Source: an optimization exercise on an open RTL-to-GDS flow (aim: small area and a short achievable clock period). Production flows keep margins and buffers that such runs may drop.
Function was not checked in any run shown here: the RTL went through the layout flow alone.
Power figures rest on the tool's default switching activity, not on a simulated workload.

--- design/flow/run.sh ---
#!/bin/bash
# synth_recipe.tcl (not shown) runs the flow's synth.tcl, then flattens the netlist and writes it again
# the make line also repeats each setting of config.mk as NAME=value (left out here)
make -C /OpenROAD-flow-scripts/flow DESIGN_CONFIG=/design/flow/config.mk WORK_HOME=/design/flow/orfs CLKGATE_MAP_FILE= SYNTH_SCRIPT=/design/flow/synth_recipe.tcl finish
--- design/flow/config.mk ---
export PLATFORM = sky130hd
export DESIGN_NAME = frontend_top
export DESIGN_NICKNAME = frontend_top
export VERILOG_FILES = /design/flow/design.v
export SDC_FILE = /design/flow/constraint.sdc
export NUM_CORES = 4
export LEC_CHECK = 0
export ABC_CLOCK_PERIOD_IN_PS = 2500
export CAP_MARGIN = 20
export CORE_MARGIN = 2
export CORE_UTILIZATION = 55
export CTS_CLUSTER_DIAMETER = 100
export CTS_CLUSTER_SIZE = 25
export SETUP_SLACK_MARGIN = 4.2
export SLEW_MARGIN = 20
--- design/flow/constraint.sdc ---
create_clock -name core_clock -period 6.5 [get_ports {clk}]
set_input_delay 1.3000 -clock core_clock [delete_from_list [all_inputs] [get_ports {clk}]]
set_output_delay 1.3000 -clock core_clock [all_outputs]
set_load 0.01 [all_outputs]
--- design/flow/design.v ---
`timescale 1ns/1ns
`default_nettype none
module frontend_top (
    input  logic        clk,
    input  logic        rst_n,
    input  logic        inst_valid,
    input  logic [31:0] inst,
    input  logic [31:0] inst_pc,
    output logic        inst_ready,
    output logic        iss_valid,
    output logic [31:0] iss_pc,
    output logic [5:0]  iss_rob_idx,
    output logic [5:0]  iss_rd_p,
    output logic [5:0]  iss_rs1_p,
    output logic [5:0]  iss_rs2_p,
    output logic        iss_rs1_ready,
    output logic        iss_rs2_ready,
    output logic [1:0]  iss_fu,
    output logic [3:0]  iss_alu_op,
    output logic [31:0] iss_imm,
    output logic        iss_alu_src,
    output logic        iss_mem_read,
    output logic        iss_mem_write,
    output logic        iss_reg_write,
    output logic [1:0]  iss_mem_size,
    input  logic        iss_ready
);
    logic [6:0] opc;
    logic       c_r, c_i, c_l, c_s, c_u;
    assign opc = inst[6:0];
    assign c_r = (opc == 7'b0110011);
    assign c_i = (opc == 7'b0010011);
    assign c_l = (opc == 7'b0000011);
    assign c_s = (opc == 7'b0100011);
    assign c_u = (opc == 7'b0110111);
    logic        dv;
    logic [31:0] d_pc;
    logic [31:7] d_in;           
    logic [3:0]  d_k;            
    logic        d_legal, d_needs;
    logic        advance;
    logic        alloc;
    logic        enq;
    logic        iq_full;
    logic [5:0]  cnt;            
    logic        in_needs, in_legal;
    logic        dv_n, needs_n, legal_n, full_n, cnt5_n, adv_n;
    logic        fe, pop, fc6;
    logic [3:0] in_k;
    logic [2:0] in_f3;
    logic       in_srai;
    assign in_f3   = inst[14:12];
    assign in_srai = (in_f3 == 3'b101) && (inst[31:26] == 6'b010000);
    always_comb begin
        if (c_l || c_s)
            in_k = {1'b1, c_s, 1'b0, in_f3 != 3'b000};
        else if (c_u)
            in_k = 4'b0101;
        else if (c_i)
            in_k = {2'b01, (in_f3 == 3'b110) ? 2'b10 : (in_srai ? 2'b11 : 2'b00)};
        else
            in_k = {3'b000, inst[31:25] == 7'd0 && in_f3 == 3'b100};
    end
    assign in_legal = c_r | c_i | c_l | c_s | c_u;
    assign in_needs = (c_r | c_i | c_l | c_u) && (inst[11:7] != 5'd0);
    assign dv_n    = inst_ready ? inst_valid : dv;
    assign needs_n = inst_ready ? in_needs : d_needs;
    assign legal_n = inst_ready ? in_legal : d_legal;
    assign full_n  = !pop && (iq_full || (fc6 && enq));
    assign cnt5_n  = cnt[5] || (alloc && (&cnt[4:0]));
    assign adv_n   = dv_n && !full_n && (!cnt5_n || !needs_n);
    always_ff @(posedge clk or negedge rst_n) begin
        if (!rst_n) begin
            dv         <= 1'b0;
            advance    <= 1'b0;
            alloc      <= 1'b0;
            enq        <= 1'b0;
            iq_full    <= 1'b0;
            inst_ready <= 1'b1;
        end else begin
            dv         <= dv_n;
            advance    <= adv_n;
            alloc      <= adv_n && needs_n;
            enq        <= adv_n && legal_n;
            iq_full    <= full_n;
            inst_ready <= !dv_n || adv_n;
        end
    end
    always_ff @(posedge clk) begin
        if (inst_ready) begin
            d_pc    <= inst_pc;
            d_in    <= inst[31:7];
            d_k     <= in_k;
            d_legal <= in_legal;
            d_needs <= in_needs;
        end
    end
    logic [31:0]  rn;            
    logic [159:0] rj_flat;       
    logic [4:0]   d_rd, d_rs1, d_rs2;
    assign d_rd  = d_in[11:7];
    assign d_rs1 = d_in[19:15];
    assign d_rs2 = d_in[24:20];
    always_ff @(posedge clk or negedge rst_n) begin
        if (!rst_n)
            cnt <= 6'd0;
        else if (alloc)
            cnt <= cnt + 6'd1;
    end
    assign rn[0]         = 1'b0;     
    assign rj_flat[4:0]  = 5'd0;
    for (genvar g = 1; g < 32; g++) begin : g_rat
        logic       we;
        logic       rn_q;
        logic [4:0] rj_q;
        assign we = alloc && (d_rd == 5'(g));
        always_ff @(posedge clk or negedge rst_n) begin
            if (!rst_n)
                rn_q <= 1'b0;
            else if (we)
                rn_q <= 1'b1;
        end
        always_ff @(posedge clk) begin
            if (we) rj_q <= cnt[4:0];
        end
        assign rn[g]            = rn_q;
        assign rj_flat[g*5 +: 5] = rj_q;
    end
    function automatic logic [5:0] rat_rd(input logic [4:0] r, input logic [31:0] f,
                                         input logic [159:0] t);
        rat_rd = f[r] ? {1'b1, t[r*5 +: 5]} : {1'b0, r};
    endfunction
    typedef struct packed {
        logic [31:0] pc;
        logic [6:0]  f;
        logic [5:0]  a;
        logic [5:0]  b;
        logic [4:0]  lo;
        logic [3:0]  k;
        logic        rd;
    } ent_t;
    ent_t       w;
    logic [2:0] d_f3;
    logic       d_r, d_i, d_l, d_s, d_u, d_srai;
    logic [5:0] m1, m2;
    assign d_f3   = d_in[14:12];
    assign d_r    = !d_k[3] && !d_k[2];
    assign d_u    = !d_k[3] && d_k[2] && (d_k[1:0] == 2'b01);
    assign d_i    = !d_k[3] && d_k[2] && (d_k[1:0] != 2'b01);
    assign d_srai = !d_k[3] && d_k[2] && (d_k[1:0] == 2'b11);
    assign d_l    = d_k[3] && !d_k[2];
    assign d_s    = d_k[3] && d_k[2];
    assign m1     = rat_rd(d_rs1, rn, rj_flat);
    assign m2     = rat_rd(d_rs2, rn, rj_flat);
    always_comb begin
        w.pc  = d_pc;
        w.f   = (d_r || d_srai) ? 7'd0 : d_in[31:25];
        w.a   = d_u ? {1'b0, d_rs1} : m1;
        w.b   = (d_r || d_s) ? m2 : (d_u ? {1'b0, d_rs2} : 6'd0);
        if (d_s)
            w.lo = d_in[11:7];
        else if (d_i || d_l)
            w.lo = d_in[24:20];
        else if (d_u)
            w.lo = {2'b00, d_f3};
        else
            w.lo = 5'd0;
        w.k   = d_k;
        w.rd  = d_needs;
    end
    logic [60:0] q [7];          
    logic [6:0] wp, rp;          
    logic [2:0] fc;              
    logic       hv;              
    logic       refill, push;
    ent_t       qh;              
    ent_t       nx;              
    assign fc6     = (fc == 3'd6);
    assign refill  = !hv || iss_ready;
    assign pop     = iss_ready && !fe;
    assign push    = enq && !(refill && fe);
    always_comb begin
        qh = '0;
        for (int e = 0; e < 7; e++)
            if (rp[e]) qh = qh | q[e];
    end
    assign nx = fe ? w : qh;
    always_ff @(posedge clk or negedge rst_n) begin
        if (!rst_n) begin
            wp <= 7'd1;
            rp <= 7'd1;
            fc <= 3'd0;
            fe <= 1'b1;
            hv <= 1'b0;
        end else begin
            if (push) wp <= {wp[5:0], wp[6]};
            if (pop)  rp <= {rp[5:0], rp[6]};
            if (push && !pop) begin
                fc <= fc + 3'd1;
                fe <= 1'b0;
            end else if (pop && !push) begin
                fc <= fc - 3'd1;
                fe <= (fc == 3'd1);
            end
            hv <= (hv && !(iss_ready && fe)) || enq;
        end
    end
    always_ff @(posedge clk) begin
        for (int e = 0; e < 7; e++)
            if (enq && wp[e]) q[e] <= w;
    end
    logic [5:0] rob;             
    logic       sel;             
    logic [5:0] rob_n;
    logic       sel_n;
    assign rob_n = hv ? rob + {5'd0, iss_rd_p[5]} : rob;
    assign sel_n = hv ? sel ^ !iss_fu[1] : sel;
    always_ff @(posedge clk or negedge rst_n) begin
        if (!rst_n) begin
            rob <= 6'd0;
            sel <= 1'b0;
        end else if (refill) begin
            rob <= rob_n;
            sel <= sel_n;
        end
    end
    logic [2:0] h_op;
    logic       h_msz;
    assign iss_rob_idx  = rob;
    assign iss_alu_op   = {1'b0, h_op};
    assign iss_mem_size = {h_msz, 1'b0};
    assign iss_valid   = hv;
    logic nu;
    assign nu = !nx.k[3] && nx.k[2] && (nx.k[1:0] == 2'b01);
    always_ff @(posedge clk) begin
        if (refill) begin
            iss_pc         <= nx.pc;
            iss_rd_p       <= nx.rd ? {1'b1, rob_n[4:0]} : 6'd0;
            iss_rs1_p      <= {nx.a[5], nx.a[4:0] & {5{!nu}}};
            iss_rs2_p      <= {nx.b[5], nx.b[4:0] & {5{!nu}}};
            iss_rs1_ready  <= !nx.a[5];
            iss_rs2_ready  <= !nx.b[5];
            iss_fu         <= nx.k[3] ? 2'd2 : {1'b0, sel_n};
            h_op           <= {nu, (nx.k[3] || nu) ? 2'b00 : nx.k[1:0]};
            iss_imm[31]    <= nx.f[6];
            iss_imm[30:25] <= nu ? nx.f[5:0]  : {6{nx.f[6]}};
            iss_imm[24:20] <= nu ? nx.b[4:0]  : {5{nx.f[6]}};
            iss_imm[19:15] <= nu ? nx.a[4:0]  : {5{nx.f[6]}};
            iss_imm[14:12] <= nu ? nx.lo[2:0] : {3{nx.f[6]}};
            iss_imm[11]    <= !nu && nx.f[6];
            iss_imm[10:5]  <= nu ? 6'd0 : nx.f[5:0];
            iss_imm[4:0]   <= nu ? 5'd0 : nx.lo;
            iss_alu_src    <= nx.k[3] || nx.k[2];
            iss_mem_read   <= nx.k[3] && !nx.k[2];
            iss_mem_write  <= nx.k[3] && nx.k[2];
            iss_reg_write  <= !(nx.k[3] && nx.k[2]);
            h_msz          <= !nx.k[3] || nx.k[0];
        end
    end
endmodule
`default_nettype wire
==> results of run 1 <==
[layout by cell type (no fill, tap or decap), drive strengths merged, types with 8 or more instances in the layout]
cell,n
edfxtp,737
buf,303
a22oi,121
nand2,87
nor2,82
mux4,70
dfrtp,64
clkdlybuf4s50,55
a222oi,53
nand4,50
clkbuf,48
mux2,42
mux2i,38
o21ai,37
or2,36
o21a,35
a21oi,28
inv,22
and2,16
a22o,14
nor2b,14
and3,14
nand2b,14
nand3,13
ha,13
a221oi,13
nor3,13
xor2,11
o221ai,9
nor4,9
a31oi,9
o31ai,8
[registers in the layout, indices dropped and copies added, names as in the netlist, 2 cells and up]
register	cells
d_pc	32
cnt	6
iss_fu	2
q	427
g_rat.rj_q	155
iss_rs1_p	6
fc	3
iss_rd_p	6
h_op	3
rob	6
wp	7
iss_imm	32
g_rat.rn_q	31
d_k	4
iss_rs2_p	6
rp	7
d_in	25
iss_pc	32
[power breakdown]
part / switching, mW / leakage (nW) / internal, mW
sequential: 0.238 / 7.86 / 6.06
combinational: 1.11 / 4.91 / 0.831
clock: 1.55 / 0.518 / 1.12
total: 2.90 / 13.3 / 8.01
[cells by family after synthesis]
family          Yosys count
mux                     150
simple gates            358
other cells               1
compound gates          382
flops                   807
buf+inv                 142
fa+ha+maj                13
xor+xnor                 17
[through the flow]
stage | setup slack [ns] | power [mW] | hold WS [ns] | util, % | cell area (um2)
2_1_floorplan | 3.50 | 7.14 | 0.435 | - | 32300
3_3_place_gp | 2.32 | 7.96 | 0.458 | 59.8 | 34500
3_5_place_dp | 2.23 | 7.98 | 0.466 | 59.8 | 34500
4_1_cts | 3.78 | 10.8 | 0.455 | 64.8 | 37400
5_1_grt | 3.76 | 11.3 | 0.474 | 65.9 | 38000
6_report | 3.80 | 10.9 | 0.479 | 65.9 | 38000
[timing repair]
action | CTS | global route
setup endpoints to repair | 531 | 271
hold buffers | 0 | 0
pin swaps | 54 | 37
cloned | 13 | 0
resized for setup | 666 | 92
buffers inserted | 124 | 30
[layer usage]
| metal | share of wire [%] | global-route usage [%] | vias up |
|---|---|---|---|
| li1 | - | - | 8152 |
| met4 | 3.4 | 9.02 | 2 |
| met2 | 49 | 46.7 | 882 |
| met1 | 41 | 41.4 | 9914 |
| met3 | 7.2 | 3.37 | 150 |
| met5 | 0.015 | 0 | - |
[path summary, 6_finish.rpt]
check	start	end	slack (ns)	depth (start not counted)
worst max register to register	d_in[20]	q[0][13]	3.80	8
max in group asynchronous	rst_n	rp[5]	4.75	2
min in group core_clock	cnt[5]	cnt[5]	0.48	1
worst min register to register	cnt[5]	cnt[5]	0.48	1
worst min-delay path	rst_n	g_rat[31].rn_q	0.48	1
worst max-delay path	d_in[20]	q[0][13]	3.80	8
[area by class of cell]
class	count	area (um2)
Sequential cell	807	23900
Multi-Input combinational cell	924	8540
Timing Repair Buffer	364	3380
Tap cell	765	957
Fill cell	4009	19600
Clock buffer	48	1010
Clock inverter	5	55.1
Inverter	23	135
Timing Repair inverter	2	50.0
==> impl_metrics.prom, run 1 <==
# TYPE chip_impl_metric gauge
chip_impl_metric{name="post_synthesis_sequential_area_ratio",unit="%"} 74.3
chip_impl_metric{name="timing_worst_slew_pin_value",unit="ns"} 1.06
chip_impl_metric{name="clk_latency",unit="ns"} 0.61
chip_impl_metric{name="grt_use_total",unit="%"} 28.8
chip_impl_metric{name="post_synth_fa_ha_maj_area_fraction",unit="%"} 0.506
chip_impl_info{name="unrepaired_setup_endpoints_after_global_routing",value="true"} 1
chip_impl_metric{name="initial_drt_markers",unit=""} 2341
chip_impl_metric{name="number_of_synthesized_flops_with_an_enable_pin",unit=""} 737
chip_impl_metric{name="routed_wire_length_per_instance",unit="um"} 29.7
chip_impl_metric{name="drt-pass1-iter-count",unit=""} 6
chip_impl_info{name="synth.cells.most_frequent",value="sky130_fd_sc_hd__edfxtp_1 (737), sky130_fd_sc_hd__a22oi_1 (121), sky130_fd_sc_hd__nand2_1 (87)"} 1
chip_impl_metric{name="compound_gate_portion_of_the_synthesized_area",unit="%"} 9.21
chip_impl_metric{name="ant_nets",unit=""} 0
chip_impl_metric{name="ys_seq_elements",unit=""} 807
chip_impl_metric{name="design.portCount",unit=""} 172
chip_impl_info{name="yosysTopAreaCell",value="sky130_fd_sc_hd__edfxtp_1"} 1
chip_impl_metric{name="cp_max_fo",unit=""} 7
chip_impl_metric{name="yosys.area.top_type_share",unit="%"} 68.9
chip_impl_metric{name="total_leakage_power",unit="nW"} 13.3
chip_impl_metric{name="count_of_unique_library_cells_instantiated_by_yosys",unit=""} 83
chip_impl_info{name="synth_top_family_by_area",value="compound AO/OA/AOI/OAI gates"} 1
chip_impl_metric{name="detail_route.drc_violations",unit=""} 0
chip_impl_metric{name="critPathRequiredTime",unit="ns"} 6.83
chip_impl_metric{name="synthesis.area_per_instance",unit="um2"} 17.2
chip_impl_metric{name="antenna-diode-count",unit=""} 0
chip_impl_metric{name="crit_path_max_incr_delay",unit="ns"} 0.53
chip_impl_metric{name="grt_max_degree",unit=""} 68
chip_impl_metric{name="drive_gt1_share",unit="%"} 30.0
chip_impl_metric{name="finClkSkew",unit="ns"} 0.0301
chip_impl_metric{name="route.final.wire_length",unit="um"} 87100
chip_impl_metric{name="timing.final.max_slew_violations",unit=""} 0
chip_impl_metric{name="clk_pin_slew_worst_paths",unit="ns"} 0.09
chip_impl_metric{name="yosys-mux-area-fraction",unit="%"} 7.71
chip_impl_metric{name="cts_num_sinks",unit=""} 807
chip_impl_metric{name="slew_headroom",unit="%"} 28.4
chip_impl_metric{name="number_of_global_route_vias_before_repair",unit=""} 18700
chip_impl_info{name="ys.flop_type",value="sky130_fd_sc_hd__edfxtp_1"} 1
chip_impl_metric{name="buffer_and_inverter_count_on_the_worst_path",unit=""} 3
chip_impl_metric{name="core_box_area",unit="um2"} 57700
chip_impl_metric{name="yosysWarningCount",unit=""} 2
chip_impl_metric{name="timing.fmax",unit="GHz"} 0.370
chip_impl_info{name="synthTopCellsByArea",value="sky130_fd_sc_hd__edfxtp_1 (69%), sky130_fd_sc_hd__dfrtp_1 (5.0%), sky130_fd_sc_hd__mux4_2 (4.1%)"} 1
chip_impl_metric{name="cts_made_buffers",unit=""} 38
chip_impl_info{name="cpMostUsedCell",value="sky130_fd_sc_hd__mux2i_4"} 1
chip_impl_metric{name="die_height",unit="um"} 246
chip_impl_metric{name="netlist_area",unit="um2"} 32100
chip_impl_metric{name="layout-area-overhead-vs-synth",unit="%"} 18.4
chip_impl_metric{name="dr_total_vias",unit=""} 19100
chip_impl_info{name="worstSetupPathType",value="flop to flop"} 1
chip_impl_info{name="run_status",value="timing/DRC/antenna clean"} 1
chip_impl_info{name="crit_slowest_cell",value="sky130_fd_sc_hd__mux4_2"} 1
chip_impl_metric{name="via_per_inst",unit=""} 6.50
chip_impl_metric{name="die_x",unit="um"} 246
chip_impl_metric{name="async_flop_share",unit="%"} 8.43
chip_impl_metric{name="cellPowerDensity",unit="nW/um2"} 287
chip_impl_metric{name="gp_routability_congestion",unit=""} 0.926
chip_impl_metric{name="synth-xor-area-share",unit="%"} 0.463
chip_impl_metric{name="count_of_non_filler_cells_in_the_finished_layout",unit=""} 2938
chip_impl_info{name="worstHoldPathType",value="primary input to async pin"} 1
chip_impl_metric{name="finalHoldViolCount",unit=""} 0
chip_impl_metric{name="syn-instance-count",unit=""} 1870
chip_impl_metric{name="io_buf_count",unit=""} 169
chip_impl_metric{name="place_inst",unit=""} 2718
chip_impl_metric{name="timing.final.crit_share",unit="%"} 41.6
chip_impl_info{name="crit_path_end_kind",value="flop"} 1
chip_impl_metric{name="initial_utilization",unit="%"} 55.7
chip_impl_metric{name="floorplan.die_area",unit="um2"} 60400
chip_impl_metric{name="timing.final.setup_violations",unit=""} 0
chip_impl_info{name="cts_root_buf",value="sky130_fd_sc_hd__clkbuf_16"} 1
chip_impl_metric{name="first_pass_grt_wire_length",unit="um"} 127000
chip_impl_info{name="tritoncts",value="yes"} 1
chip_impl_metric{name="grt_remaining_overflow",unit=""} 0
chip_impl_metric{name="cts.path.max_buffers",unit=""} 3
chip_impl_info{name="critical_path.cell_chain",value="buf_6, buf_8, mux4_2, mux2i_4, mux2i_4, a32o_2, a32oi_4, inv_2"} 1
chip_impl_metric{name="finalNetCount",unit=""} 2241
chip_impl_metric{name="setup-tns-final",unit="ns"} 0
chip_impl_metric{name="dp_hpwl",unit="um"} 48800
chip_impl_metric{name="std_cell_rows",unit=""} 88
chip_impl_metric{name="period_needed",unit="ns"} 2.70
chip_impl_metric{name="synth_simple_gate_area_share",unit="%"} 5.64
chip_impl_metric{name="grt_antenna_before_repair",unit=""} 1
chip_impl_metric{name="maxCapViolCount",unit=""} 0
chip_impl_metric{name="arrival",unit="ns"} 3.03
chip_impl_info{name="worst_setup_path_start_kind",value="flop"} 1
chip_impl_metric{name="h_tree_depth",unit=""} 2
chip_impl_metric{name="vdd_drop_max",unit="mV"} 0.202
chip_impl_info{name="crit_family",value="multiplexers"} 1
chip_impl_info{name="yosys.cell_count.top_type",value="sky130_fd_sc_hd__edfxtp_1"} 1
==> run 2, diff against run 1 <==
--- a/design/flow/config.mk
+++ b/design/flow/config.mk
@@ -6,10 +6,7 @@
 export NUM_CORES = 4
 export LEC_CHECK = 0
-export ABC_CLOCK_PERIOD_IN_PS = 2500
 export CAP_MARGIN = 20
 export CORE_MARGIN = 2
 export CORE_UTILIZATION = 55
-export CTS_CLUSTER_DIAMETER = 100
-export CTS_CLUSTER_SIZE = 25
 export SETUP_SLACK_MARGIN = 4.2
 export SLEW_MARGIN = 20
==> run 2 against run 1 <==
Compared with the run above: sequential power about the same; combinational power is 3% higher; critical endpoint is now q[0][16]; count of clock-buffer cells in the layout is 57 higher; synthesized cell count unchanged; non-clock buffer count increased by 15; critical path depth increased by 2; design area grew 5.2%; first-iteration DRC count decreased by 0.77%; still clean on timing, DRC and antenna; utilization grew 3.4 points; maximum frequency decreased by 0.45%; global-route usage is 0.67 points higher.
==> impl_metrics.prom, run 2 <==
# TYPE chip_impl_metric gauge
chip_impl_info{name="largestRegisters",value="q: 427 flops, g_rat.rj_q: 155 flops"} 1
chip_impl_metric{name="yosys.area.top_type_share",unit="%"} 68.9
chip_impl_metric{name="dp_hpwl",unit="um"} 48800
chip_impl_metric{name="critPathRequiredTime",unit="ns"} 6.87
chip_impl_metric{name="ff2ff_setup_slack",unit="ns"} 3.79
chip_impl_metric{name="syn-instance-count",unit=""} 1870
chip_impl_metric{name="cts_num_sinks",unit=""} 807
chip_impl_metric{name="via_per_inst",unit=""} 6.43
chip_impl_metric{name="die_height",unit="um"} 246
chip_impl_metric{name="finalNetCount",unit=""} 2303
chip_impl_metric{name="synthesis.area_per_instance",unit="um2"} 17.2
chip_impl_metric{name="largest_register_ff_count",unit=""} 427
chip_impl_info{name="worst_setup_path_start_kind",value="flop"} 1
chip_impl_metric{name="post_synthesis_sequential_area_ratio",unit="%"} 74.3
chip_impl_info{name="synthTopCellsByArea",value="sky130_fd_sc_hd__edfxtp_1 (69%), sky130_fd_sc_hd__dfrtp_1 (5.0%), sky130_fd_sc_hd__mux4_2 (4.1%)"} 1
chip_impl_info{name="yosys.cell_count.top_type",value="sky130_fd_sc_hd__edfxtp_1"} 1
chip_impl_metric{name="cts_made_buffers",unit=""} 84
chip_impl_metric{name="timing.fmax",unit="GHz"} 0.368
chip_impl_metric{name="std_cell_rows",unit=""} 88
chip_impl_metric{name="cp_max_fo",unit=""} 7
chip_impl_info{name="yosysTopAreaCell",value="sky130_fd_sc_hd__edfxtp_1"} 1
chip_impl_metric{name="initial_utilization",unit="%"} 55.7
chip_impl_metric{name="synth_simple_gate_area_share",unit="%"} 5.64
chip_impl_info{name="ys.flop_type",value="sky130_fd_sc_hd__edfxtp_1"} 1
chip_impl_metric{name="number_of_global_route_vias_before_repair",unit=""} 19300
chip_impl_metric{name="maxCapViolCount",unit=""} 0
chip_impl_metric{name="arrival",unit="ns"} 3.09
chip_impl_metric{name="timing_worst_slew_pin_value",unit="ns"} 1.03
chip_impl_metric{name="placement_stage_worst_setup_slack",unit="ns"} 2.23
chip_impl_metric{name="grt_max_degree",unit=""} 68
chip_impl_metric{name="design.portCount",unit=""} 172
chip_impl_metric{name="total_leakage_power",unit="nW"} 14.2
chip_impl_metric{name="async_flop_share",unit="%"} 8.43
chip_impl_metric{name="drive_gt1_share",unit="%"} 33.0
chip_impl_metric{name="vdd_drop_max",unit="mV"} 0.236
chip_impl_metric{name="initial_drt_markers",unit=""} 2323
chip_impl_metric{name="filler_cell_count",unit=""} 3776
chip_impl_metric{name="gp_routability_congestion",unit=""} 0.926
chip_impl_info{name="cts_root_buf",value="sky130_fd_sc_hd__clkbuf_16"} 1
chip_impl_metric{name="detail_route.drc_violations",unit=""} 0
chip_impl_metric{name="compound_gate_portion_of_the_synthesized_area",unit="%"} 9.21
chip_impl_metric{name="timing.final.max_slew_violations",unit=""} 0
chip_impl_metric{name="setup-tns-final",unit="ns"} 0
chip_impl_metric{name="cts.path.max_buffers",unit=""} 3
chip_impl_info{name="synth_top_family_by_area",value="compound AO/OA/AOI/OAI gates"} 1
chip_impl_info{name="crit_end",value="q[0][16]"} 1
chip_impl_metric{name="yosysWarningCount",unit=""} 2
chip_impl_metric{name="finClkSkew",unit="ns"} 0.0170
chip_impl_metric{name="ff2ff_path_depth",unit=""} 10
chip_impl_metric{name="routed_wire_length_per_instance",unit="um"} 29.1
chip_impl_metric{name="finalHoldViolCount",unit=""} 0
chip_impl_metric{name="clk_latency",unit="ns"} 0.63
chip_impl_info{name="crit_path_end_kind",value="flop"} 1
chip_impl_info{name="commonest_non_fill_non_tap_cells_in_the_layout",value="sky130_fd_sc_hd__edfxtp_1 (737), sky130_fd_sc_hd__buf_4 (126), sky130_fd_sc_hd__a22oi_1 (120)"} 1
chip_impl_metric{name="core_box_area",unit="um2"} 57700
chip_impl_info{name="worstSetupPathType",value="flop to flop"} 1
chip_impl_info{name="crit_startpoint",value="d_in[15]"} 1
chip_impl_metric{name="cellPowerDensity",unit="nW/um2"} 324
chip_impl_metric{name="ys_seq_elements",unit=""} 807
chip_impl_metric{name="layout-area-overhead-vs-synth",unit="%"} 24.5
chip_impl_info{name="worstHoldPathType",value="primary input to async pin"} 1
chip_impl_metric{name="timing.final.setup_violations",unit=""} 0
chip_impl_metric{name="floorplan.die_area",unit="um2"} 60400
chip_impl_metric{name="h_tree_depth",unit=""} 3
chip_impl_metric{name="slew_headroom",unit="%"} 30.9
chip_impl_metric{name="ant_nets",unit=""} 0
chip_impl_metric{name="yosys-mux-area-fraction",unit="%"} 7.71
chip_impl_info{name="commonest_non_fill_non_tap_cell_in_the_layout",value="sky130_fd_sc_hd__edfxtp_1"} 1
chip_impl_metric{name="grt_antenna_before_repair",unit=""} 2
chip_impl_metric{name="dr_total_vias",unit=""} 19600
chip_impl_metric{name="clk_pin_slew_worst_paths",unit="ns"} 0.06
chip_impl_metric{name="timing.final.crit_share",unit="%"} 41.8
chip_impl_metric{name="post_synth_fa_ha_maj_area_fraction",unit="%"} 0.506
chip_impl_info{name="biggest_register",value="q"} 1
chip_impl_metric{name="first_pass_grt_wire_length",unit="um"} 129000
chip_impl_metric{name="timing.final.ws_setup",unit="ns"} 3.79
chip_impl_metric{name="count_of_unique_library_cells_instantiated_by_yosys",unit=""} 83
chip_impl_metric{name="drt-pass1-iter-count",unit=""} 8
chip_impl_metric{name="cts.hold.buffers_added",unit=""} 0
chip_impl_metric{name="grt_remaining_overflow",unit=""} 0
chip_impl_info{name="timing.rr.end",value="q[0][16]"} 1
chip_impl_metric{name="period_needed",unit="ns"} 2.71
chip_impl_info{name="synth.cells.most_frequent",value="sky130_fd_sc_hd__edfxtp_1 (737), sky130_fd_sc_hd__a22oi_1 (121), sky130_fd_sc_hd__nand2_1 (87)"} 1
chip_impl_info{name="worstReg2RegStart",value="d_in[15]"} 1
chip_impl_info{name="critical_path.cell_chain",value="buf_6, buf_6, buf_6, buf_8, buf_16, mux4_2, nand2b_1, a2bb2oi_2, o32ai_4, mux2_4"} 1
chip_impl_metric{name="antenna-diode-count",unit=""} 0
chip_impl_metric{name="number_of_synthesized_flops_with_an_enable_pin",unit=""} 737
chip_impl_metric{name="count_of_non_filler_cells_in_the_finished_layout",unit=""} 3056
chip_impl_metric{name="die_x",unit="um"} 246
chip_impl_metric{name="netlist_area",unit="um2"} 32100
chip_impl_info{name="crit_slowest_cell",value="sky130_fd_sc_hd__mux4_2"} 1
chip_impl_metric{name="crit_path_max_incr_delay",unit="ns"} 0.45
chip_impl_info{name="run_status",value="timing/DRC/antenna clean"} 1
chip_impl_info{name="tritoncts",value="yes"} 1
chip_impl_info{name="unrepaired_setup_endpoints_after_global_routing",value="true"} 1
chip_impl_metric{name="grt_use_total",unit="%"} 29.5
chip_impl_info{name="cpMostUsedCell",value="sky130_fd_sc_hd__buf_6"} 1
chip_impl_metric{name="io_buf_count",unit=""} 169
chip_impl_metric{name="place_inst",unit=""} 2718
chip_impl_metric{name="synth-xor-area-share",unit="%"} 0.463
chip_impl_metric{name="route.final.wire_length",unit="um"} 88800
-- run 2: cell types whose count changed in the layout (fill, tap and decap cells not counted), moves of 8 or more --
cell                        previous run  this run
sky130_fd_sc_hd__buf_4               111       126
sky130_fd_sc_hd__clkbuf_1              9        17
sky130_fd_sc_hd__clkbuf_16            39        88
sky130_fd_sc_hd__clkinv_1              1        18
sky130_fd_sc_hd__clkinv_2              1        17
-- run 2: kinds of logic (layout without fill, tap and decap cells) --
| kind of cell | Yosys count | in the layout |
|---|---|---|
| fa+ha+maj | 13 | 13 |
| buf+inv | 142 | 560 |
| simple gates | 358 | 360 |
| flops | 807 | 807 |
| xor+xnor | 17 | 17 |
| compound gates | 382 | 382 |
| mux | 150 | 150 |
| other cells | 1 | 2 |
-- run 2: layout make-up --
cell class | count | area [um2] | area share [%]
Sequential cell | 807 | 23900 | 59.8
Multi-Input combinational cell | 924 | 8680 | 21.7
Timing Repair Buffer | 379 | 3570 | 8.92
Clock buffer | 105 | 2250 | 5.63
Tap cell | 765 | 957 | 2.39
Clock inverter | 50 | 427 | 1.07
Inverter | 23 | 145 | 0.363
Timing Repair inverter | 3 | 71.3 | 0.178
-- run 2: per-layer routing --
| metal | routed length [um] | track usage [%] | share of wire (%) |
|---|---|---|---|
| met1 | 35400 | 41.0 | 40 |
| met2 | 43100 | 47.1 | 49 |
| met3 | 6870 | 5.35 | 7.7 |
| met4 | 3440 | 10.8 | 3.9 |
| met5 | 0 | 0 | 0 |
-- run 2: where the power goes --
group	leakage (nW)	internal [mW]	switching [mW]
logic	5.05	0.874	1.12
clock network	1.31	2.70	1.95
registers	7.86	6.07	0.240
-- run 2: how the worst min path moves through the flow --
stage,end,slack [ns],depth (start not counted),startpoint
final,g_rat[29].rn_q,0.45,1,rst_n
after global routing,g_rat[29].rn_q,0.43,1,rst_n
after CTS,g_rat[29].rn_q,0.43,1,rst_n
after detailed placement,rob[5],0.47,1,rob[5]
after global placement,wp[0],0.46,2,wp[0]
after floorplan,d_legal,0.43,2,d_legal
-- run 2: through the flow --
stage	cell area (um2)	hold WS (ns)	power, mW	util [%]
2_1_floorplan	32300	0.435	7.14	-
6_report	40000	0.452	13.0	69.4
3_3_place_gp	34500	0.458	7.96	59.8
3_5_place_dp	34500	0.466	7.98	59.8
5_1_grt	40000	0.429	13.4	69.4
4_1_cts	39200	0.429	12.8	67.9
-- run 2: repair_timing --
action                                 in CTS  in global routing
setup endpoints to repair                 530                285
endpoints found under the hold margin       0                  0
pin swaps                                  58                 48
gates cloned                               13                  2
gates resized for setup                   673                 99
setup buffers                             124                 44
-- run 2: critical path, delay by kind of cell, from the launching register on --
| kind | cells | cell delay [ns] |
|---|---|---|
| AO/OA/AOI/OAI | 2 | 0.40 |
| AND/OR/NAND/NOR | 1 | 0.20 |
| buffers and inverters | 5 | 0.64 |
| multiplexers | 2 | 0.80 |
| flip-flops | 1 | 0.41 |
==> run 3, diff against run 2 <==
==> design/flow/flow/run.sh (new file) <==
#!/bin/bash
set -e
export BUFFER_PORTS_ARGS="-buffer_cell sky130_fd_sc_hd__buf_2"
bash standard.sh > standard.log 2>&1
==> design/flow/standard.sh (new file) <==
#!/bin/bash
# synth_recipe.tcl (not shown) runs the flow's synth.tcl, then flattens the netlist and writes it again
# the make line also repeats each setting of config.mk as NAME=value (left out here)
make -C /OpenROAD-flow-scripts/flow DESIGN_CONFIG=/design/flow/config.mk WORK_HOME=/design/flow/orfs CLKGATE_MAP_FILE= SYNTH_SCRIPT=/design/flow/synth_recipe.tcl "${@:-finish}"
--- a/design/flow/config.mk
+++ b/design/flow/config.mk
@@ -6,7 +6,10 @@
 export NUM_CORES = 4
 export LEC_CHECK = 0
+export ABC_CLOCK_PERIOD_IN_PS = 2500
 export CAP_MARGIN = 20
 export CORE_MARGIN = 2
 export CORE_UTILIZATION = 55
+export CTS_CLUSTER_DIAMETER = 100
+export CTS_CLUSTER_SIZE = 25
 export SETUP_SLACK_MARGIN = 4.2
 export SLEW_MARGIN = 20
removed: design/flow/run.sh
==> run 3 against run 2 <==
Compared with the run above: sequential share of layout area increased by 3.5 points; synthesized area unchanged; clock power decreased by about 40%; synthesized cell count is the same.
==> impl_metrics.prom, run 3 <==
# TYPE chip_impl_metric gauge
chip_impl_metric{name="ant_nets",unit=""} 0
chip_impl_metric{name="vdd_drop_max",unit="mV"} 0.201
chip_impl_metric{name="period_needed",unit="ns"} 2.70
chip_impl_metric{name="grt_max_degree",unit=""} 62
chip_impl_info{name="crit_slowest_cell",value="sky130_fd_sc_hd__dfstp_4"} 1
chip_impl_metric{name="initial_drt_markers",unit=""} 2099
chip_impl_metric{name="clk_latency",unit="ns"} 0.61
chip_impl_info{name="run_status",value="timing/DRC/antenna clean"} 1
chip_impl_metric{name="netlist_area",unit="um2"} 32100
chip_impl_metric{name="cellPowerDensity",unit="nW/um2"} 288
chip_impl_metric{name="count_of_unique_library_cells_instantiated_by_yosys",unit=""} 83
chip_impl_metric{name="arrival",unit="ns"} 1.40
chip_impl_info{name="hp-start",value="cnt[5]"} 1
chip_impl_info{name="yosys.cell_count.top_type",value="sky130_fd_sc_hd__edfxtp_1"} 1
chip_impl_metric{name="clk_pin_slew_worst_paths",unit="ns"} 0.09
chip_impl_info{name="worstSetupPathType",value="flop to output pin"} 1
chip_impl_metric{name="drive_gt1_share",unit="%"} 32.0
chip_impl_metric{name="dr_total_vias",unit=""} 19100
chip_impl_metric{name="placement_stage_worst_setup_slack",unit="ns"} 2.20
chip_impl_info{name="synthTopCellsByArea",value="sky130_fd_sc_hd__edfxtp_1 (69%), sky130_fd_sc_hd__dfrtp_1 (5.0%), sky130_fd_sc_hd__mux4_2 (4.1%)"} 1
chip_impl_info{name="cts_root_buf",value="sky130_fd_sc_hd__clkbuf_16"} 1
chip_impl_info{name="synth.cells.most_frequent",value="sky130_fd_sc_hd__edfxtp_1 (737), sky130_fd_sc_hd__a22oi_1 (121), sky130_fd_sc_hd__nand2_1 (87)"} 1
chip_impl_metric{name="io_buf_count",unit=""} 169
chip_impl_metric{name="post_dp_cell_area",unit="um2"} 33700
chip_impl_info{name="worstReg2RegStart",value="d_in[20]"} 1
chip_impl_metric{name="cts.path.max_buffers",unit=""} 3
chip_impl_info{name="commonest_non_fill_non_tap_cells_in_the_layout",value="sky130_fd_sc_hd__edfxtp_1 (737), sky130_fd_sc_hd__buf_2 (147), sky130_fd_sc_hd__a22oi_1 (120)"} 1
chip_impl_metric{name="crit_path_max_incr_delay",unit="ns"} 0.69
chip_impl_metric{name="cp_max_fo",unit=""} 2
chip_impl_metric{name="routed_wire_length_per_instance",unit="um"} 30.3
chip_impl_metric{name="die_height",unit="um"} 246
chip_impl_info{name="yosysTopAreaCell",value="sky130_fd_sc_hd__edfxtp_1"} 1
chip_impl_metric{name="async_flop_share",unit="%"} 8.43
chip_impl_metric{name="gp_routability_congestion",unit=""} 0.872
chip_impl_metric{name="route.final.wire_length",unit="um"} 88600
chip_impl_info{name="biggest_register",value="q"} 1
chip_impl_info{name="tritoncts",value="yes"} 1
chip_impl_metric{name="timing_worst_slew_pin_value",unit="ns"} 1.06
chip_impl_info{name="crit_family",value="flip-flops"} 1
chip_impl_info{name="crit_startpoint",value="inst_ready"} 1
chip_impl_metric{name="layout-area-overhead-vs-synth",unit="%"} 17.6
chip_impl_metric{name="slew_headroom",unit="%"} 29.3
chip_impl_metric{name="finalNetCount",unit=""} 2228
chip_impl_metric{name="dp_hpwl",unit="um"} 48400
chip_impl_metric{name="post_synthesis_sequential_area_ratio",unit="%"} 74.3
chip_impl_metric{name="finalHoldViolCount",unit=""} 0
chip_impl_metric{name="timing.fmax",unit="GHz"} 0.370
chip_impl_metric{name="via_per_inst",unit=""} 6.54
chip_impl_metric{name="fin_util",unit="%"} 65.5
chip_impl_metric{name="yosys.area.top_type_share",unit="%"} 68.9
chip_impl_metric{name="yosysWarningCount",unit=""} 2
chip_impl_info{name="crit_path_end_kind",value="output pin"} 1
chip_impl_metric{name="cts.hold.buffers_added",unit=""} 0
chip_impl_metric{name="floorplan.die_area",unit="um2"} 60400
chip_impl_metric{name="syn-instance-count",unit=""} 1870
chip_impl_metric{name="design.portCount",unit=""} 172
chip_impl_metric{name="detail_route.drc_violations",unit=""} 0
chip_impl_metric{name="timing.final.ws_setup",unit="ns"} 3.80
chip_impl_metric{name="core_box_area",unit="um2"} 57700
chip_impl_metric{name="initial_utilization",unit="%"} 55.7
chip_impl_metric{name="count_of_non_filler_cells_in_the_finished_layout",unit=""} 2926
chip_impl_metric{name="timing.final.max_slew_violations",unit=""} 0
chip_impl_metric{name="drt-pass1-iter-count",unit=""} 6
chip_impl_info{name="ys.flop_type",value="sky130_fd_sc_hd__edfxtp_1"} 1
chip_impl_metric{name="synthesis.area_per_instance",unit="um2"} 17.2
chip_impl_metric{name="setup-tns-final",unit="ns"} 0
chip_impl_metric{name="timing.hold.ws",unit="ns"} 0.475
chip_impl_info{name="commonest_non_fill_non_tap_cell_in_the_layout",value="sky130_fd_sc_hd__edfxtp_1"} 1
chip_impl_info{name="unrepaired_setup_endpoints_after_global_routing",value="true"} 1
chip_impl_metric{name="finalPower",unit="mW"} 10.9
chip_impl_metric{name="timing.final.crit_share",unit="%"} 41.6
chip_impl_metric{name="maxCapViolCount",unit=""} 0
chip_impl_metric{name="timing.final.setup_violations",unit=""} 0
chip_impl_metric{name="cts_num_sinks",unit=""} 807
chip_impl_metric{name="finClkSkew",unit="ns"} 0.0264
chip_impl_metric{name="critPathRequiredTime",unit="ns"} 5.20
chip_impl_metric{name="total_leakage_power",unit="nW"} 13.3
chip_impl_metric{name="filler_cell_count",unit=""} 4015
chip_impl_info{name="critical_path.cell_chain",value="buf_6"} 1
chip_impl_metric{name="ys_seq_elements",unit=""} 807
chip_impl_metric{name="number_of_synthesized_flops_with_an_enable_pin",unit=""} 737
chip_impl_metric{name="antenna-diode-count",unit=""} 0
chip_impl_metric{name="number_of_global_route_vias_before_repair",unit=""} 18800
chip_impl_metric{name="grt_use_total",unit="%"} 29.0
chip_impl_metric{name="cts_made_buffers",unit=""} 39
chip_impl_metric{name="grt_remaining_overflow",unit=""} 0
chip_impl_metric{name="ff2ff_setup_slack",unit="ns"} 3.80
chip_impl_metric{name="buffer_and_inverter_count_on_the_worst_path",unit=""} 1
chip_impl_metric{name="first_pass_grt_wire_length",unit="um"} 127000
chip_impl_info{name="worstHoldPathType",value="flop to flop"} 1
chip_impl_info{name="worst_setup_path_start_kind",value="flop"} 1
chip_impl_info{name="largestRegisters",value="q: 427 flops, g_rat.rj_q: 155 flops"} 1
chip_impl_metric{name="grt_antenna_before_repair",unit=""} 4
chip_impl_metric{name="place_inst",unit=""} 2716
chip_impl_metric{name="postLayoutCellArea",unit="um2"} 37800
chip_impl_metric{name="largest_register_ff_count",unit=""} 427
chip_impl_metric{name="std_cell_rows",unit=""} 88
chip_impl_metric{name="die_x",unit="um"} 246
chip_impl_metric{name="h_tree_depth",unit=""} 2
run 3: power breakdown:
part           total [mW]  switching, mW  internal [mW]  leakage, nW
registers            6.29          0.232           6.06         7.86
logic                1.83           1.07          0.759         4.84
clock network        2.78           1.60           1.18        0.553
run 3: what timing repair did:
action	in CTS	in global routing
gates resized for setup	245	73
buffers inserted	114	21
gates cloned	17	2
pin swaps	59	33
setup endpoints to repair	482	350
run 3: area by class of cell:
type | count | area, um2 | share of cell area (%)
tap | 765 | 957 | 2.53
timing repair inverter | 2 | 36.3 | 0.0960
clock buffer | 50 | 1060 | 2.81
inverter | 23 | 143 | 0.377
timing repair buffer | 350 | 3110 | 8.23
sequential | 807 | 23900 | 63.3
clock inverter | 5 | 67.6 | 0.179
multi-input combinational | 924 | 8500 | 22.5
run 3: logic make-up after synthesis:
group	synth area share, %
buf+inv	2.17
fa+ha+maj	0.506
other cells	0.0117
flops	74.3
simple gates	5.64
mux	7.71
compound gates	9.21
xor+xnor	0.463
run 3: path summary, 6_finish.rpt:
check,to,depth (start not counted)
min reg2reg,cnt[5],1
max reg2reg,iss_rs2_p[3],10
min in group asynchronous,g_rat[30].rn_q,1
max,inst_ready,1
max in group asynchronous,rp[1],2
min,cnt[5],1
run 3: per-layer routing:
metal | track usage [%] | up-vias | wire, um
met5 | 0 | - | 34
met4 | 11.1 | 6 | 3410
met3 | 4.49 | 164 | 6540
met2 | 47.2 | 874 | 43500
met1 | 39.8 | 9942 | 35100
li1 | - | 8145 | -
==> run 4, diff against run 3 <==
--- a/design/flow/design.v
+++ b/design/flow/design.v
@@ -64,4 +64,6 @@
     assign in_legal = c_r | c_i | c_l | c_s | c_u;
     assign in_needs = (c_r | c_i | c_l | c_u) && (inst[11:7] != 5'd0);
+    logic nir;
+    assign inst_ready = !nir;
     assign dv_n    = inst_ready ? inst_valid : dv;
     assign needs_n = inst_ready ? in_needs : d_needs;
@@ -77,5 +79,5 @@
             enq        <= 1'b0;
             iq_full    <= 1'b0;
-            inst_ready <= 1'b1;
+            nir        <= 1'b0;
         end else begin
             dv         <= dv_n;
@@ -84,5 +86,5 @@
             enq        <= adv_n && legal_n;
             iq_full    <= full_n;
-            inst_ready <= !dv_n || adv_n;
+            nir        <= dv_n && !adv_n;
         end
     end
@@ -233,6 +235,21 @@
     logic nu;
     assign nu = !nx.k[3] && nx.k[2] && (nx.k[1:0] == 2'b01);
-    always_ff @(posedge clk) begin
-        if (refill) begin
+    always_ff @(posedge clk or negedge rst_n) begin
+        if (!rst_n) begin
+            iss_pc <= '0;
+            iss_rd_p <= '0;
+            iss_rs1_p <= '0;
+            iss_rs2_p <= '0;
+            iss_rs1_ready <= '0;
+            iss_rs2_ready <= '0;
+            iss_fu <= '0;
+            h_op <= '0;
+            iss_imm <= '0;
+            iss_alu_src <= '0;
+            iss_mem_read <= '0;
+            iss_mem_write <= '0;
+            iss_reg_write <= '0;
+            h_msz <= '0;
+        end else if (refill) begin
             iss_pc         <= nx.pc;
             iss_rd_p       <= nx.rd ? {1'b1, rob_n[4:0]} : 6'd0;
@@ -256,5 +273,5 @@
             iss_reg_write  <= !(nx.k[3] && nx.k[2]);
             h_msz          <= !nx.k[3] || nx.k[0];
-        end
+                end
     end
 endmodule
==> design/flow/run.sh (new file) <==
#!/bin/bash
# synth_recipe.tcl (not shown) runs the flow's synth.tcl, then flattens the netlist and writes it again
# the make line also repeats each setting of config.mk as NAME=value (left out here)
make -C /OpenROAD-flow-scripts/flow DESIGN_CONFIG=/design/flow/config.mk WORK_HOME=/design/flow/orfs CLKGATE_MAP_FILE= SYNTH_SCRIPT=/design/flow/synth_recipe.tcl finish
removed: design/flow/flow/run.sh
removed: design/flow/standard.sh
==> run 4 against run 3 <==
Compared with the run above: still clean on timing, DRC and antenna; routed wire length rose by 1.1%; via count rose by 3.9%; sequential power fell by 2%; clock power fell by 2%; worst setup slack got worse by 0.093 ns; maximum frequency fell by 3.3%; non-clock buffer count rose by 4; highest routed layer unchanged.
==> impl_metrics.prom, run 4 <==
# TYPE chip_impl_metric gauge
chip_impl_metric{name="filler_cell_count",unit=""} 4210
chip_impl_metric{name="design.portCount",unit=""} 172
chip_impl_info{name="run_status",value="timing/DRC/antenna clean"} 1
chip_impl_metric{name="timing_worst_slew_pin_value",unit="ns"} 1.07
chip_impl_metric{name="syn-instance-count",unit=""} 1996
chip_impl_info{name="commonest_non_fill_non_tap_cells_in_the_layout",value="sky130_fd_sc_hd__edfxtp_1 (643), sky130_fd_sc_hd__dfrtp_1 (146), sky130_fd_sc_hd__a22oi_1 (123)"} 1
chip_impl_metric{name="period_needed",unit="ns"} 2.80
chip_impl_info{name="crit_path_end_kind",value="flop"} 1
chip_impl_metric{name="post_synthesis_sequential_area_ratio",unit="%"} 72.9
chip_impl_metric{name="regArea",unit="um2"} 23400
chip_impl_metric{name="count_of_unique_library_cells_instantiated_by_yosys",unit=""} 76
chip_impl_metric{name="netlist_area",unit="um2"} 32100
chip_impl_metric{name="timing.final.crit_share",unit="%"} 43.0
chip_impl_metric{name="io_buf_count",unit=""} 169
chip_impl_metric{name="timing.final.setup_violations",unit=""} 0
chip_impl_metric{name="finalHoldViolCount",unit=""} 0
chip_impl_metric{name="gp_routability_congestion",unit=""} 0.860
chip_impl_metric{name="h_tree_depth",unit=""} 2
chip_impl_info{name="yosysTopAreaCell",value="sky130_fd_sc_hd__edfxtp_1"} 1
chip_impl_info{name="unrepaired_setup_endpoints_after_global_routing",value="true"} 1
chip_impl_metric{name="std_cell_rows",unit=""} 88
chip_impl_metric{name="timing.final.ws_setup",unit="ns"} 3.70
chip_impl_metric{name="slew_headroom",unit="%"} 28.6
chip_impl_metric{name="setup-tns-final",unit="ns"} 0
chip_impl_metric{name="grt_use_total",unit="%"} 29.6
chip_impl_info{name="synthTopCellsByArea",value="sky130_fd_sc_hd__edfxtp_1 (60%), sky130_fd_sc_hd__dfrtp_1 (12%), sky130_fd_sc_hd__mux4_2 (4.1%)"} 1
chip_impl_metric{name="via_per_inst",unit=""} 6.50
chip_impl_metric{name="clk_latency",unit="ns"} 0.60
chip_impl_metric{name="ant_nets",unit=""} 0
chip_impl_metric{name="timing.fmax",unit="GHz"} 0.358
chip_impl_metric{name="floorplan.die_area",unit="um2"} 60300
chip_impl_metric{name="async_flop_share",unit="%"} 20.1
chip_impl_metric{name="critPathRequiredTime",unit="ns"} 6.99
chip_impl_info{name="worstSetupPathType",value="flop to flop"} 1
chip_impl_metric{name="drt-pass1-iter-count",unit=""} 6
chip_impl_info{name="ys.flop_type",value="sky130_fd_sc_hd__edfxtp_1"} 1
chip_impl_metric{name="timing.final.max_slew_violations",unit=""} 0
chip_impl_metric{name="drive_gt1_share",unit="%"} 26.2
chip_impl_metric{name="initial_utilization",unit="%"} 55.7
chip_impl_metric{name="number_of_synthesized_flops_with_an_enable_pin",unit=""} 643
chip_impl_metric{name="placement_stage_worst_setup_slack",unit="ns"} 2.45
chip_impl_metric{name="finalNetCount",unit=""} 2343
chip_impl_metric{name="fin_util",unit="%"} 65.5
chip_impl_metric{name="ys_seq_elements",unit=""} 807
chip_impl_metric{name="dp_hpwl",unit="um"} 49600
chip_impl_metric{name="clk_pin_slew_worst_paths",unit="ns"} 0.10
chip_impl_info{name="commonest_non_fill_non_tap_cell_in_the_layout",value="sky130_fd_sc_hd__edfxtp_1"} 1
chip_impl_metric{name="postLayoutCellArea",unit="um2"} 37800
chip_impl_metric{name="initial_drt_markers",unit=""} 2283
chip_impl_metric{name="arrival",unit="ns"} 3.29
chip_impl_info{name="biggest_register",value="q"} 1
chip_impl_metric{name="yosys.area.top_type_share",unit="%"} 60.1
chip_impl_metric{name="die_height",unit="um"} 246
chip_impl_metric{name="cts_num_sinks",unit=""} 807
chip_impl_info{name="cts_root_buf",value="sky130_fd_sc_hd__clkbuf_16"} 1
chip_impl_metric{name="largest_register_ff_count",unit=""} 427
chip_impl_metric{name="routed_wire_length_per_instance",unit="um"} 29.3
chip_impl_metric{name="cts.path.max_buffers",unit=""} 3
chip_impl_info{name="worst_setup_path_start_kind",value="flop"} 1
chip_impl_metric{name="post_dp_cell_area",unit="um2"} 34600
chip_impl_metric{name="die_x",unit="um"} 246
chip_impl_metric{name="count_of_non_filler_cells_in_the_finished_layout",unit=""} 3056
chip_impl_metric{name="core_box_area",unit="um2"} 57700
chip_impl_info{name="yosys.cell_count.top_type",value="sky130_fd_sc_hd__edfxtp_1"} 1
chip_impl_metric{name="finClkSkew",unit="ns"} 0.0231
chip_impl_metric{name="timing.hold.ws",unit="ns"} 0.473
chip_impl_metric{name="total_leakage_power",unit="nW"} 13.4
chip_impl_metric{name="place_inst",unit=""} 2833
chip_impl_metric{name="finalPower",unit="mW"} 11.1
chip_impl_metric{name="first_pass_grt_wire_length",unit="um"} 130000
chip_impl_info{name="largestRegisters",value="q: 427 flops, g_rat.rj_q: 155 flops"} 1
chip_impl_metric{name="number_of_global_route_vias_before_repair",unit=""} 19600
chip_impl_metric{name="route.final.wire_length",unit="um"} 89600
chip_impl_metric{name="cts_made_buffers",unit=""} 38
chip_impl_metric{name="dr_total_vias",unit=""} 19900
chip_impl_metric{name="grt_remaining_overflow",unit=""} 0
chip_impl_metric{name="detail_route.drc_violations",unit=""} 0
chip_impl_metric{name="cellPowerDensity",unit="nW/um2"} 293
chip_impl_metric{name="layout-area-overhead-vs-synth",unit="%"} 17.6
chip_impl_info{name="worstHoldPathType",value="flop to flop"} 1
chip_impl_info{name="tritoncts",value="yes"} 1
chip_impl_metric{name="grt_antenna_before_repair",unit=""} 1
chip_impl_metric{name="cp_max_fo",unit=""} 5
chip_impl_metric{name="grt_max_degree",unit=""} 97
chip_impl_metric{name="antenna-diode-count",unit=""} 0
chip_impl_metric{name="multi_input_comb_area",unit="um2"} 8860
chip_impl_metric{name="maxCapViolCount",unit=""} 0
chip_impl_info{name="synth.cells.most_frequent",value="sky130_fd_sc_hd__edfxtp_1 (643), sky130_fd_sc_hd__dfrtp_1 (159), sky130_fd_sc_hd__a22oi_1 (126)"} 1
chip_impl_metric{name="yosysWarningCount",unit=""} 2
chip_impl_metric{name="vdd_drop_max",unit="mV"} 0.275
chip_impl_metric{name="synthesis.area_per_instance",unit="um2"} 16.1
[run 4: path summary, 6_finish.rpt]
kind                               start        endpoint  slack, ns  cells after the start
max in group asynchronous          rst_n  g_rat[29].rn_q       4.49                      2
worst max register to register  d_in[20]    iss_rs2_p[3]       3.70                     10
min in group asynchronous          rst_n          rob[5]       0.81                      1
worst min-delay path              cnt[5]          cnt[5]       0.47                      1
worst min register to register    cnt[5]          cnt[5]       0.47                      1
worst max-delay path            d_in[20]    iss_rs2_p[3]       3.70                     10
[run 4: report_power, final]
part	total (mW)	leakage, nW	switching (mW)	internal (mW)
sequential	6.14	7.89	0.253	5.89
combinational	2.20	4.99	1.25	0.954
clock	2.72	0.528	1.56	1.15
total	11.1	13.4	3.07	8.00
[run 4: layout make-up]
cell class / instances / area share, %
sequential: 807 / 62.1
timing repair buffer: 354 / 8.70
multi-input combinational: 1038 / 23.5
clock buffer: 66 / 2.85
tap: 765 / 2.53
inverter: 22 / 0.298
timing repair inverter: 1 / 0.0132
clock inverter: 3 / 0.0894
[run 4: logic make-up after synthesis]
| kind of cell | Yosys count | share of synthesized area, % |
|---|---|---|
| adder cells (fa/ha/maj) | 13 | 0.506 |
| AO/OA/AOI/OAI | 466 | 10.5 |
| other | 1 | 0.0117 |
| flip-flops | 807 | 72.9 |
| AND/OR/NAND/NOR | 391 | 6.10 |
| buffers and inverters | 155 | 2.19 |
| XOR/XNOR | 14 | 0.382 |
| multiplexers | 149 | 7.42 |
[run 4: routing by layer]
layer	routed length [um]	vias to the layer above	GRT usage [%]
li1	-	8508	-
met1	36200	10400	42.0
met2	44200	857	48.2
met3	6350	148	3.94
met4	2830	2	9.11
met5	14	-	0
[run 4: worst max-delay path, stage by stage (launching register included)]
cell	delay [ns]
sky130_fd_sc_hd__edfxtp_1	0.42
sky130_fd_sc_hd__buf_6	0.17
sky130_fd_sc_hd__buf_8	0.15
sky130_fd_sc_hd__buf_16	0.14
sky130_fd_sc_hd__mux4_2	0.49
sky130_fd_sc_hd__mux2_2	0.31
sky130_fd_sc_hd__nand3b_1	0.09
sky130_fd_sc_hd__o21ai_0	0.24
sky130_fd_sc_hd__o21ai_2	0.35
sky130_fd_sc_hd__a311oi_2	0.15
sky130_fd_sc_hd__a21o_1	0.18
[run 4: what timing repair did]
item / in CTS / in global routing
hold buffers: 0 / 0
cloned: 12 / 2
endpoints found under the setup margin: 387 / 287
pin swaps: 48 / 44
buffers inserted: 100 / 40
resized for setup: 639 / 70

==> static timing again, ports no longer ideal <==
How much do the figures lean on ideal ports? The routed layouts below were timed once more, with nothing changed but the port constraints.
Step 1, drivers: a clkbuf_16 drives clk and a buf_2 each remaining input, both assumed.
Step 2 also shifts input and output timing later by t, the mid clock arrival at the registers, as if the neighbouring blocks saw the same clock.
Three values: ideal, step 1, step 2; two values: the first two.
| run | shift t [ns] | slack for setup (ns) | worst setup path at the end | worst register clock-pin slew, ns | cell pins on the clock port's net |
|---|---|---|---|---|---|
| run 1 | 0.658 | 3.798 / 3.749 / 3.518 | input to register | 0.10 / 0.10 | 1 |
| run 2 | 0.689 | 3.786 / 3.734 / 3.498 | input to register | 0.06 / 0.06 | 1 |
| run 3 | 0.657 | 3.797 / 3.734 / 3.465 | input to register | 0.10 / 0.10 | 1 |
| run 4 | 0.647 | 3.705 / 3.705 / 3.491 | input to register | 0.10 / 0.10 | 1 |
After both steps setup and hold are still met in every run listed. For run 3, which loses most, drivers alone change the setup slack by -0.063 ns; drivers and shift together by -0.332 ns.
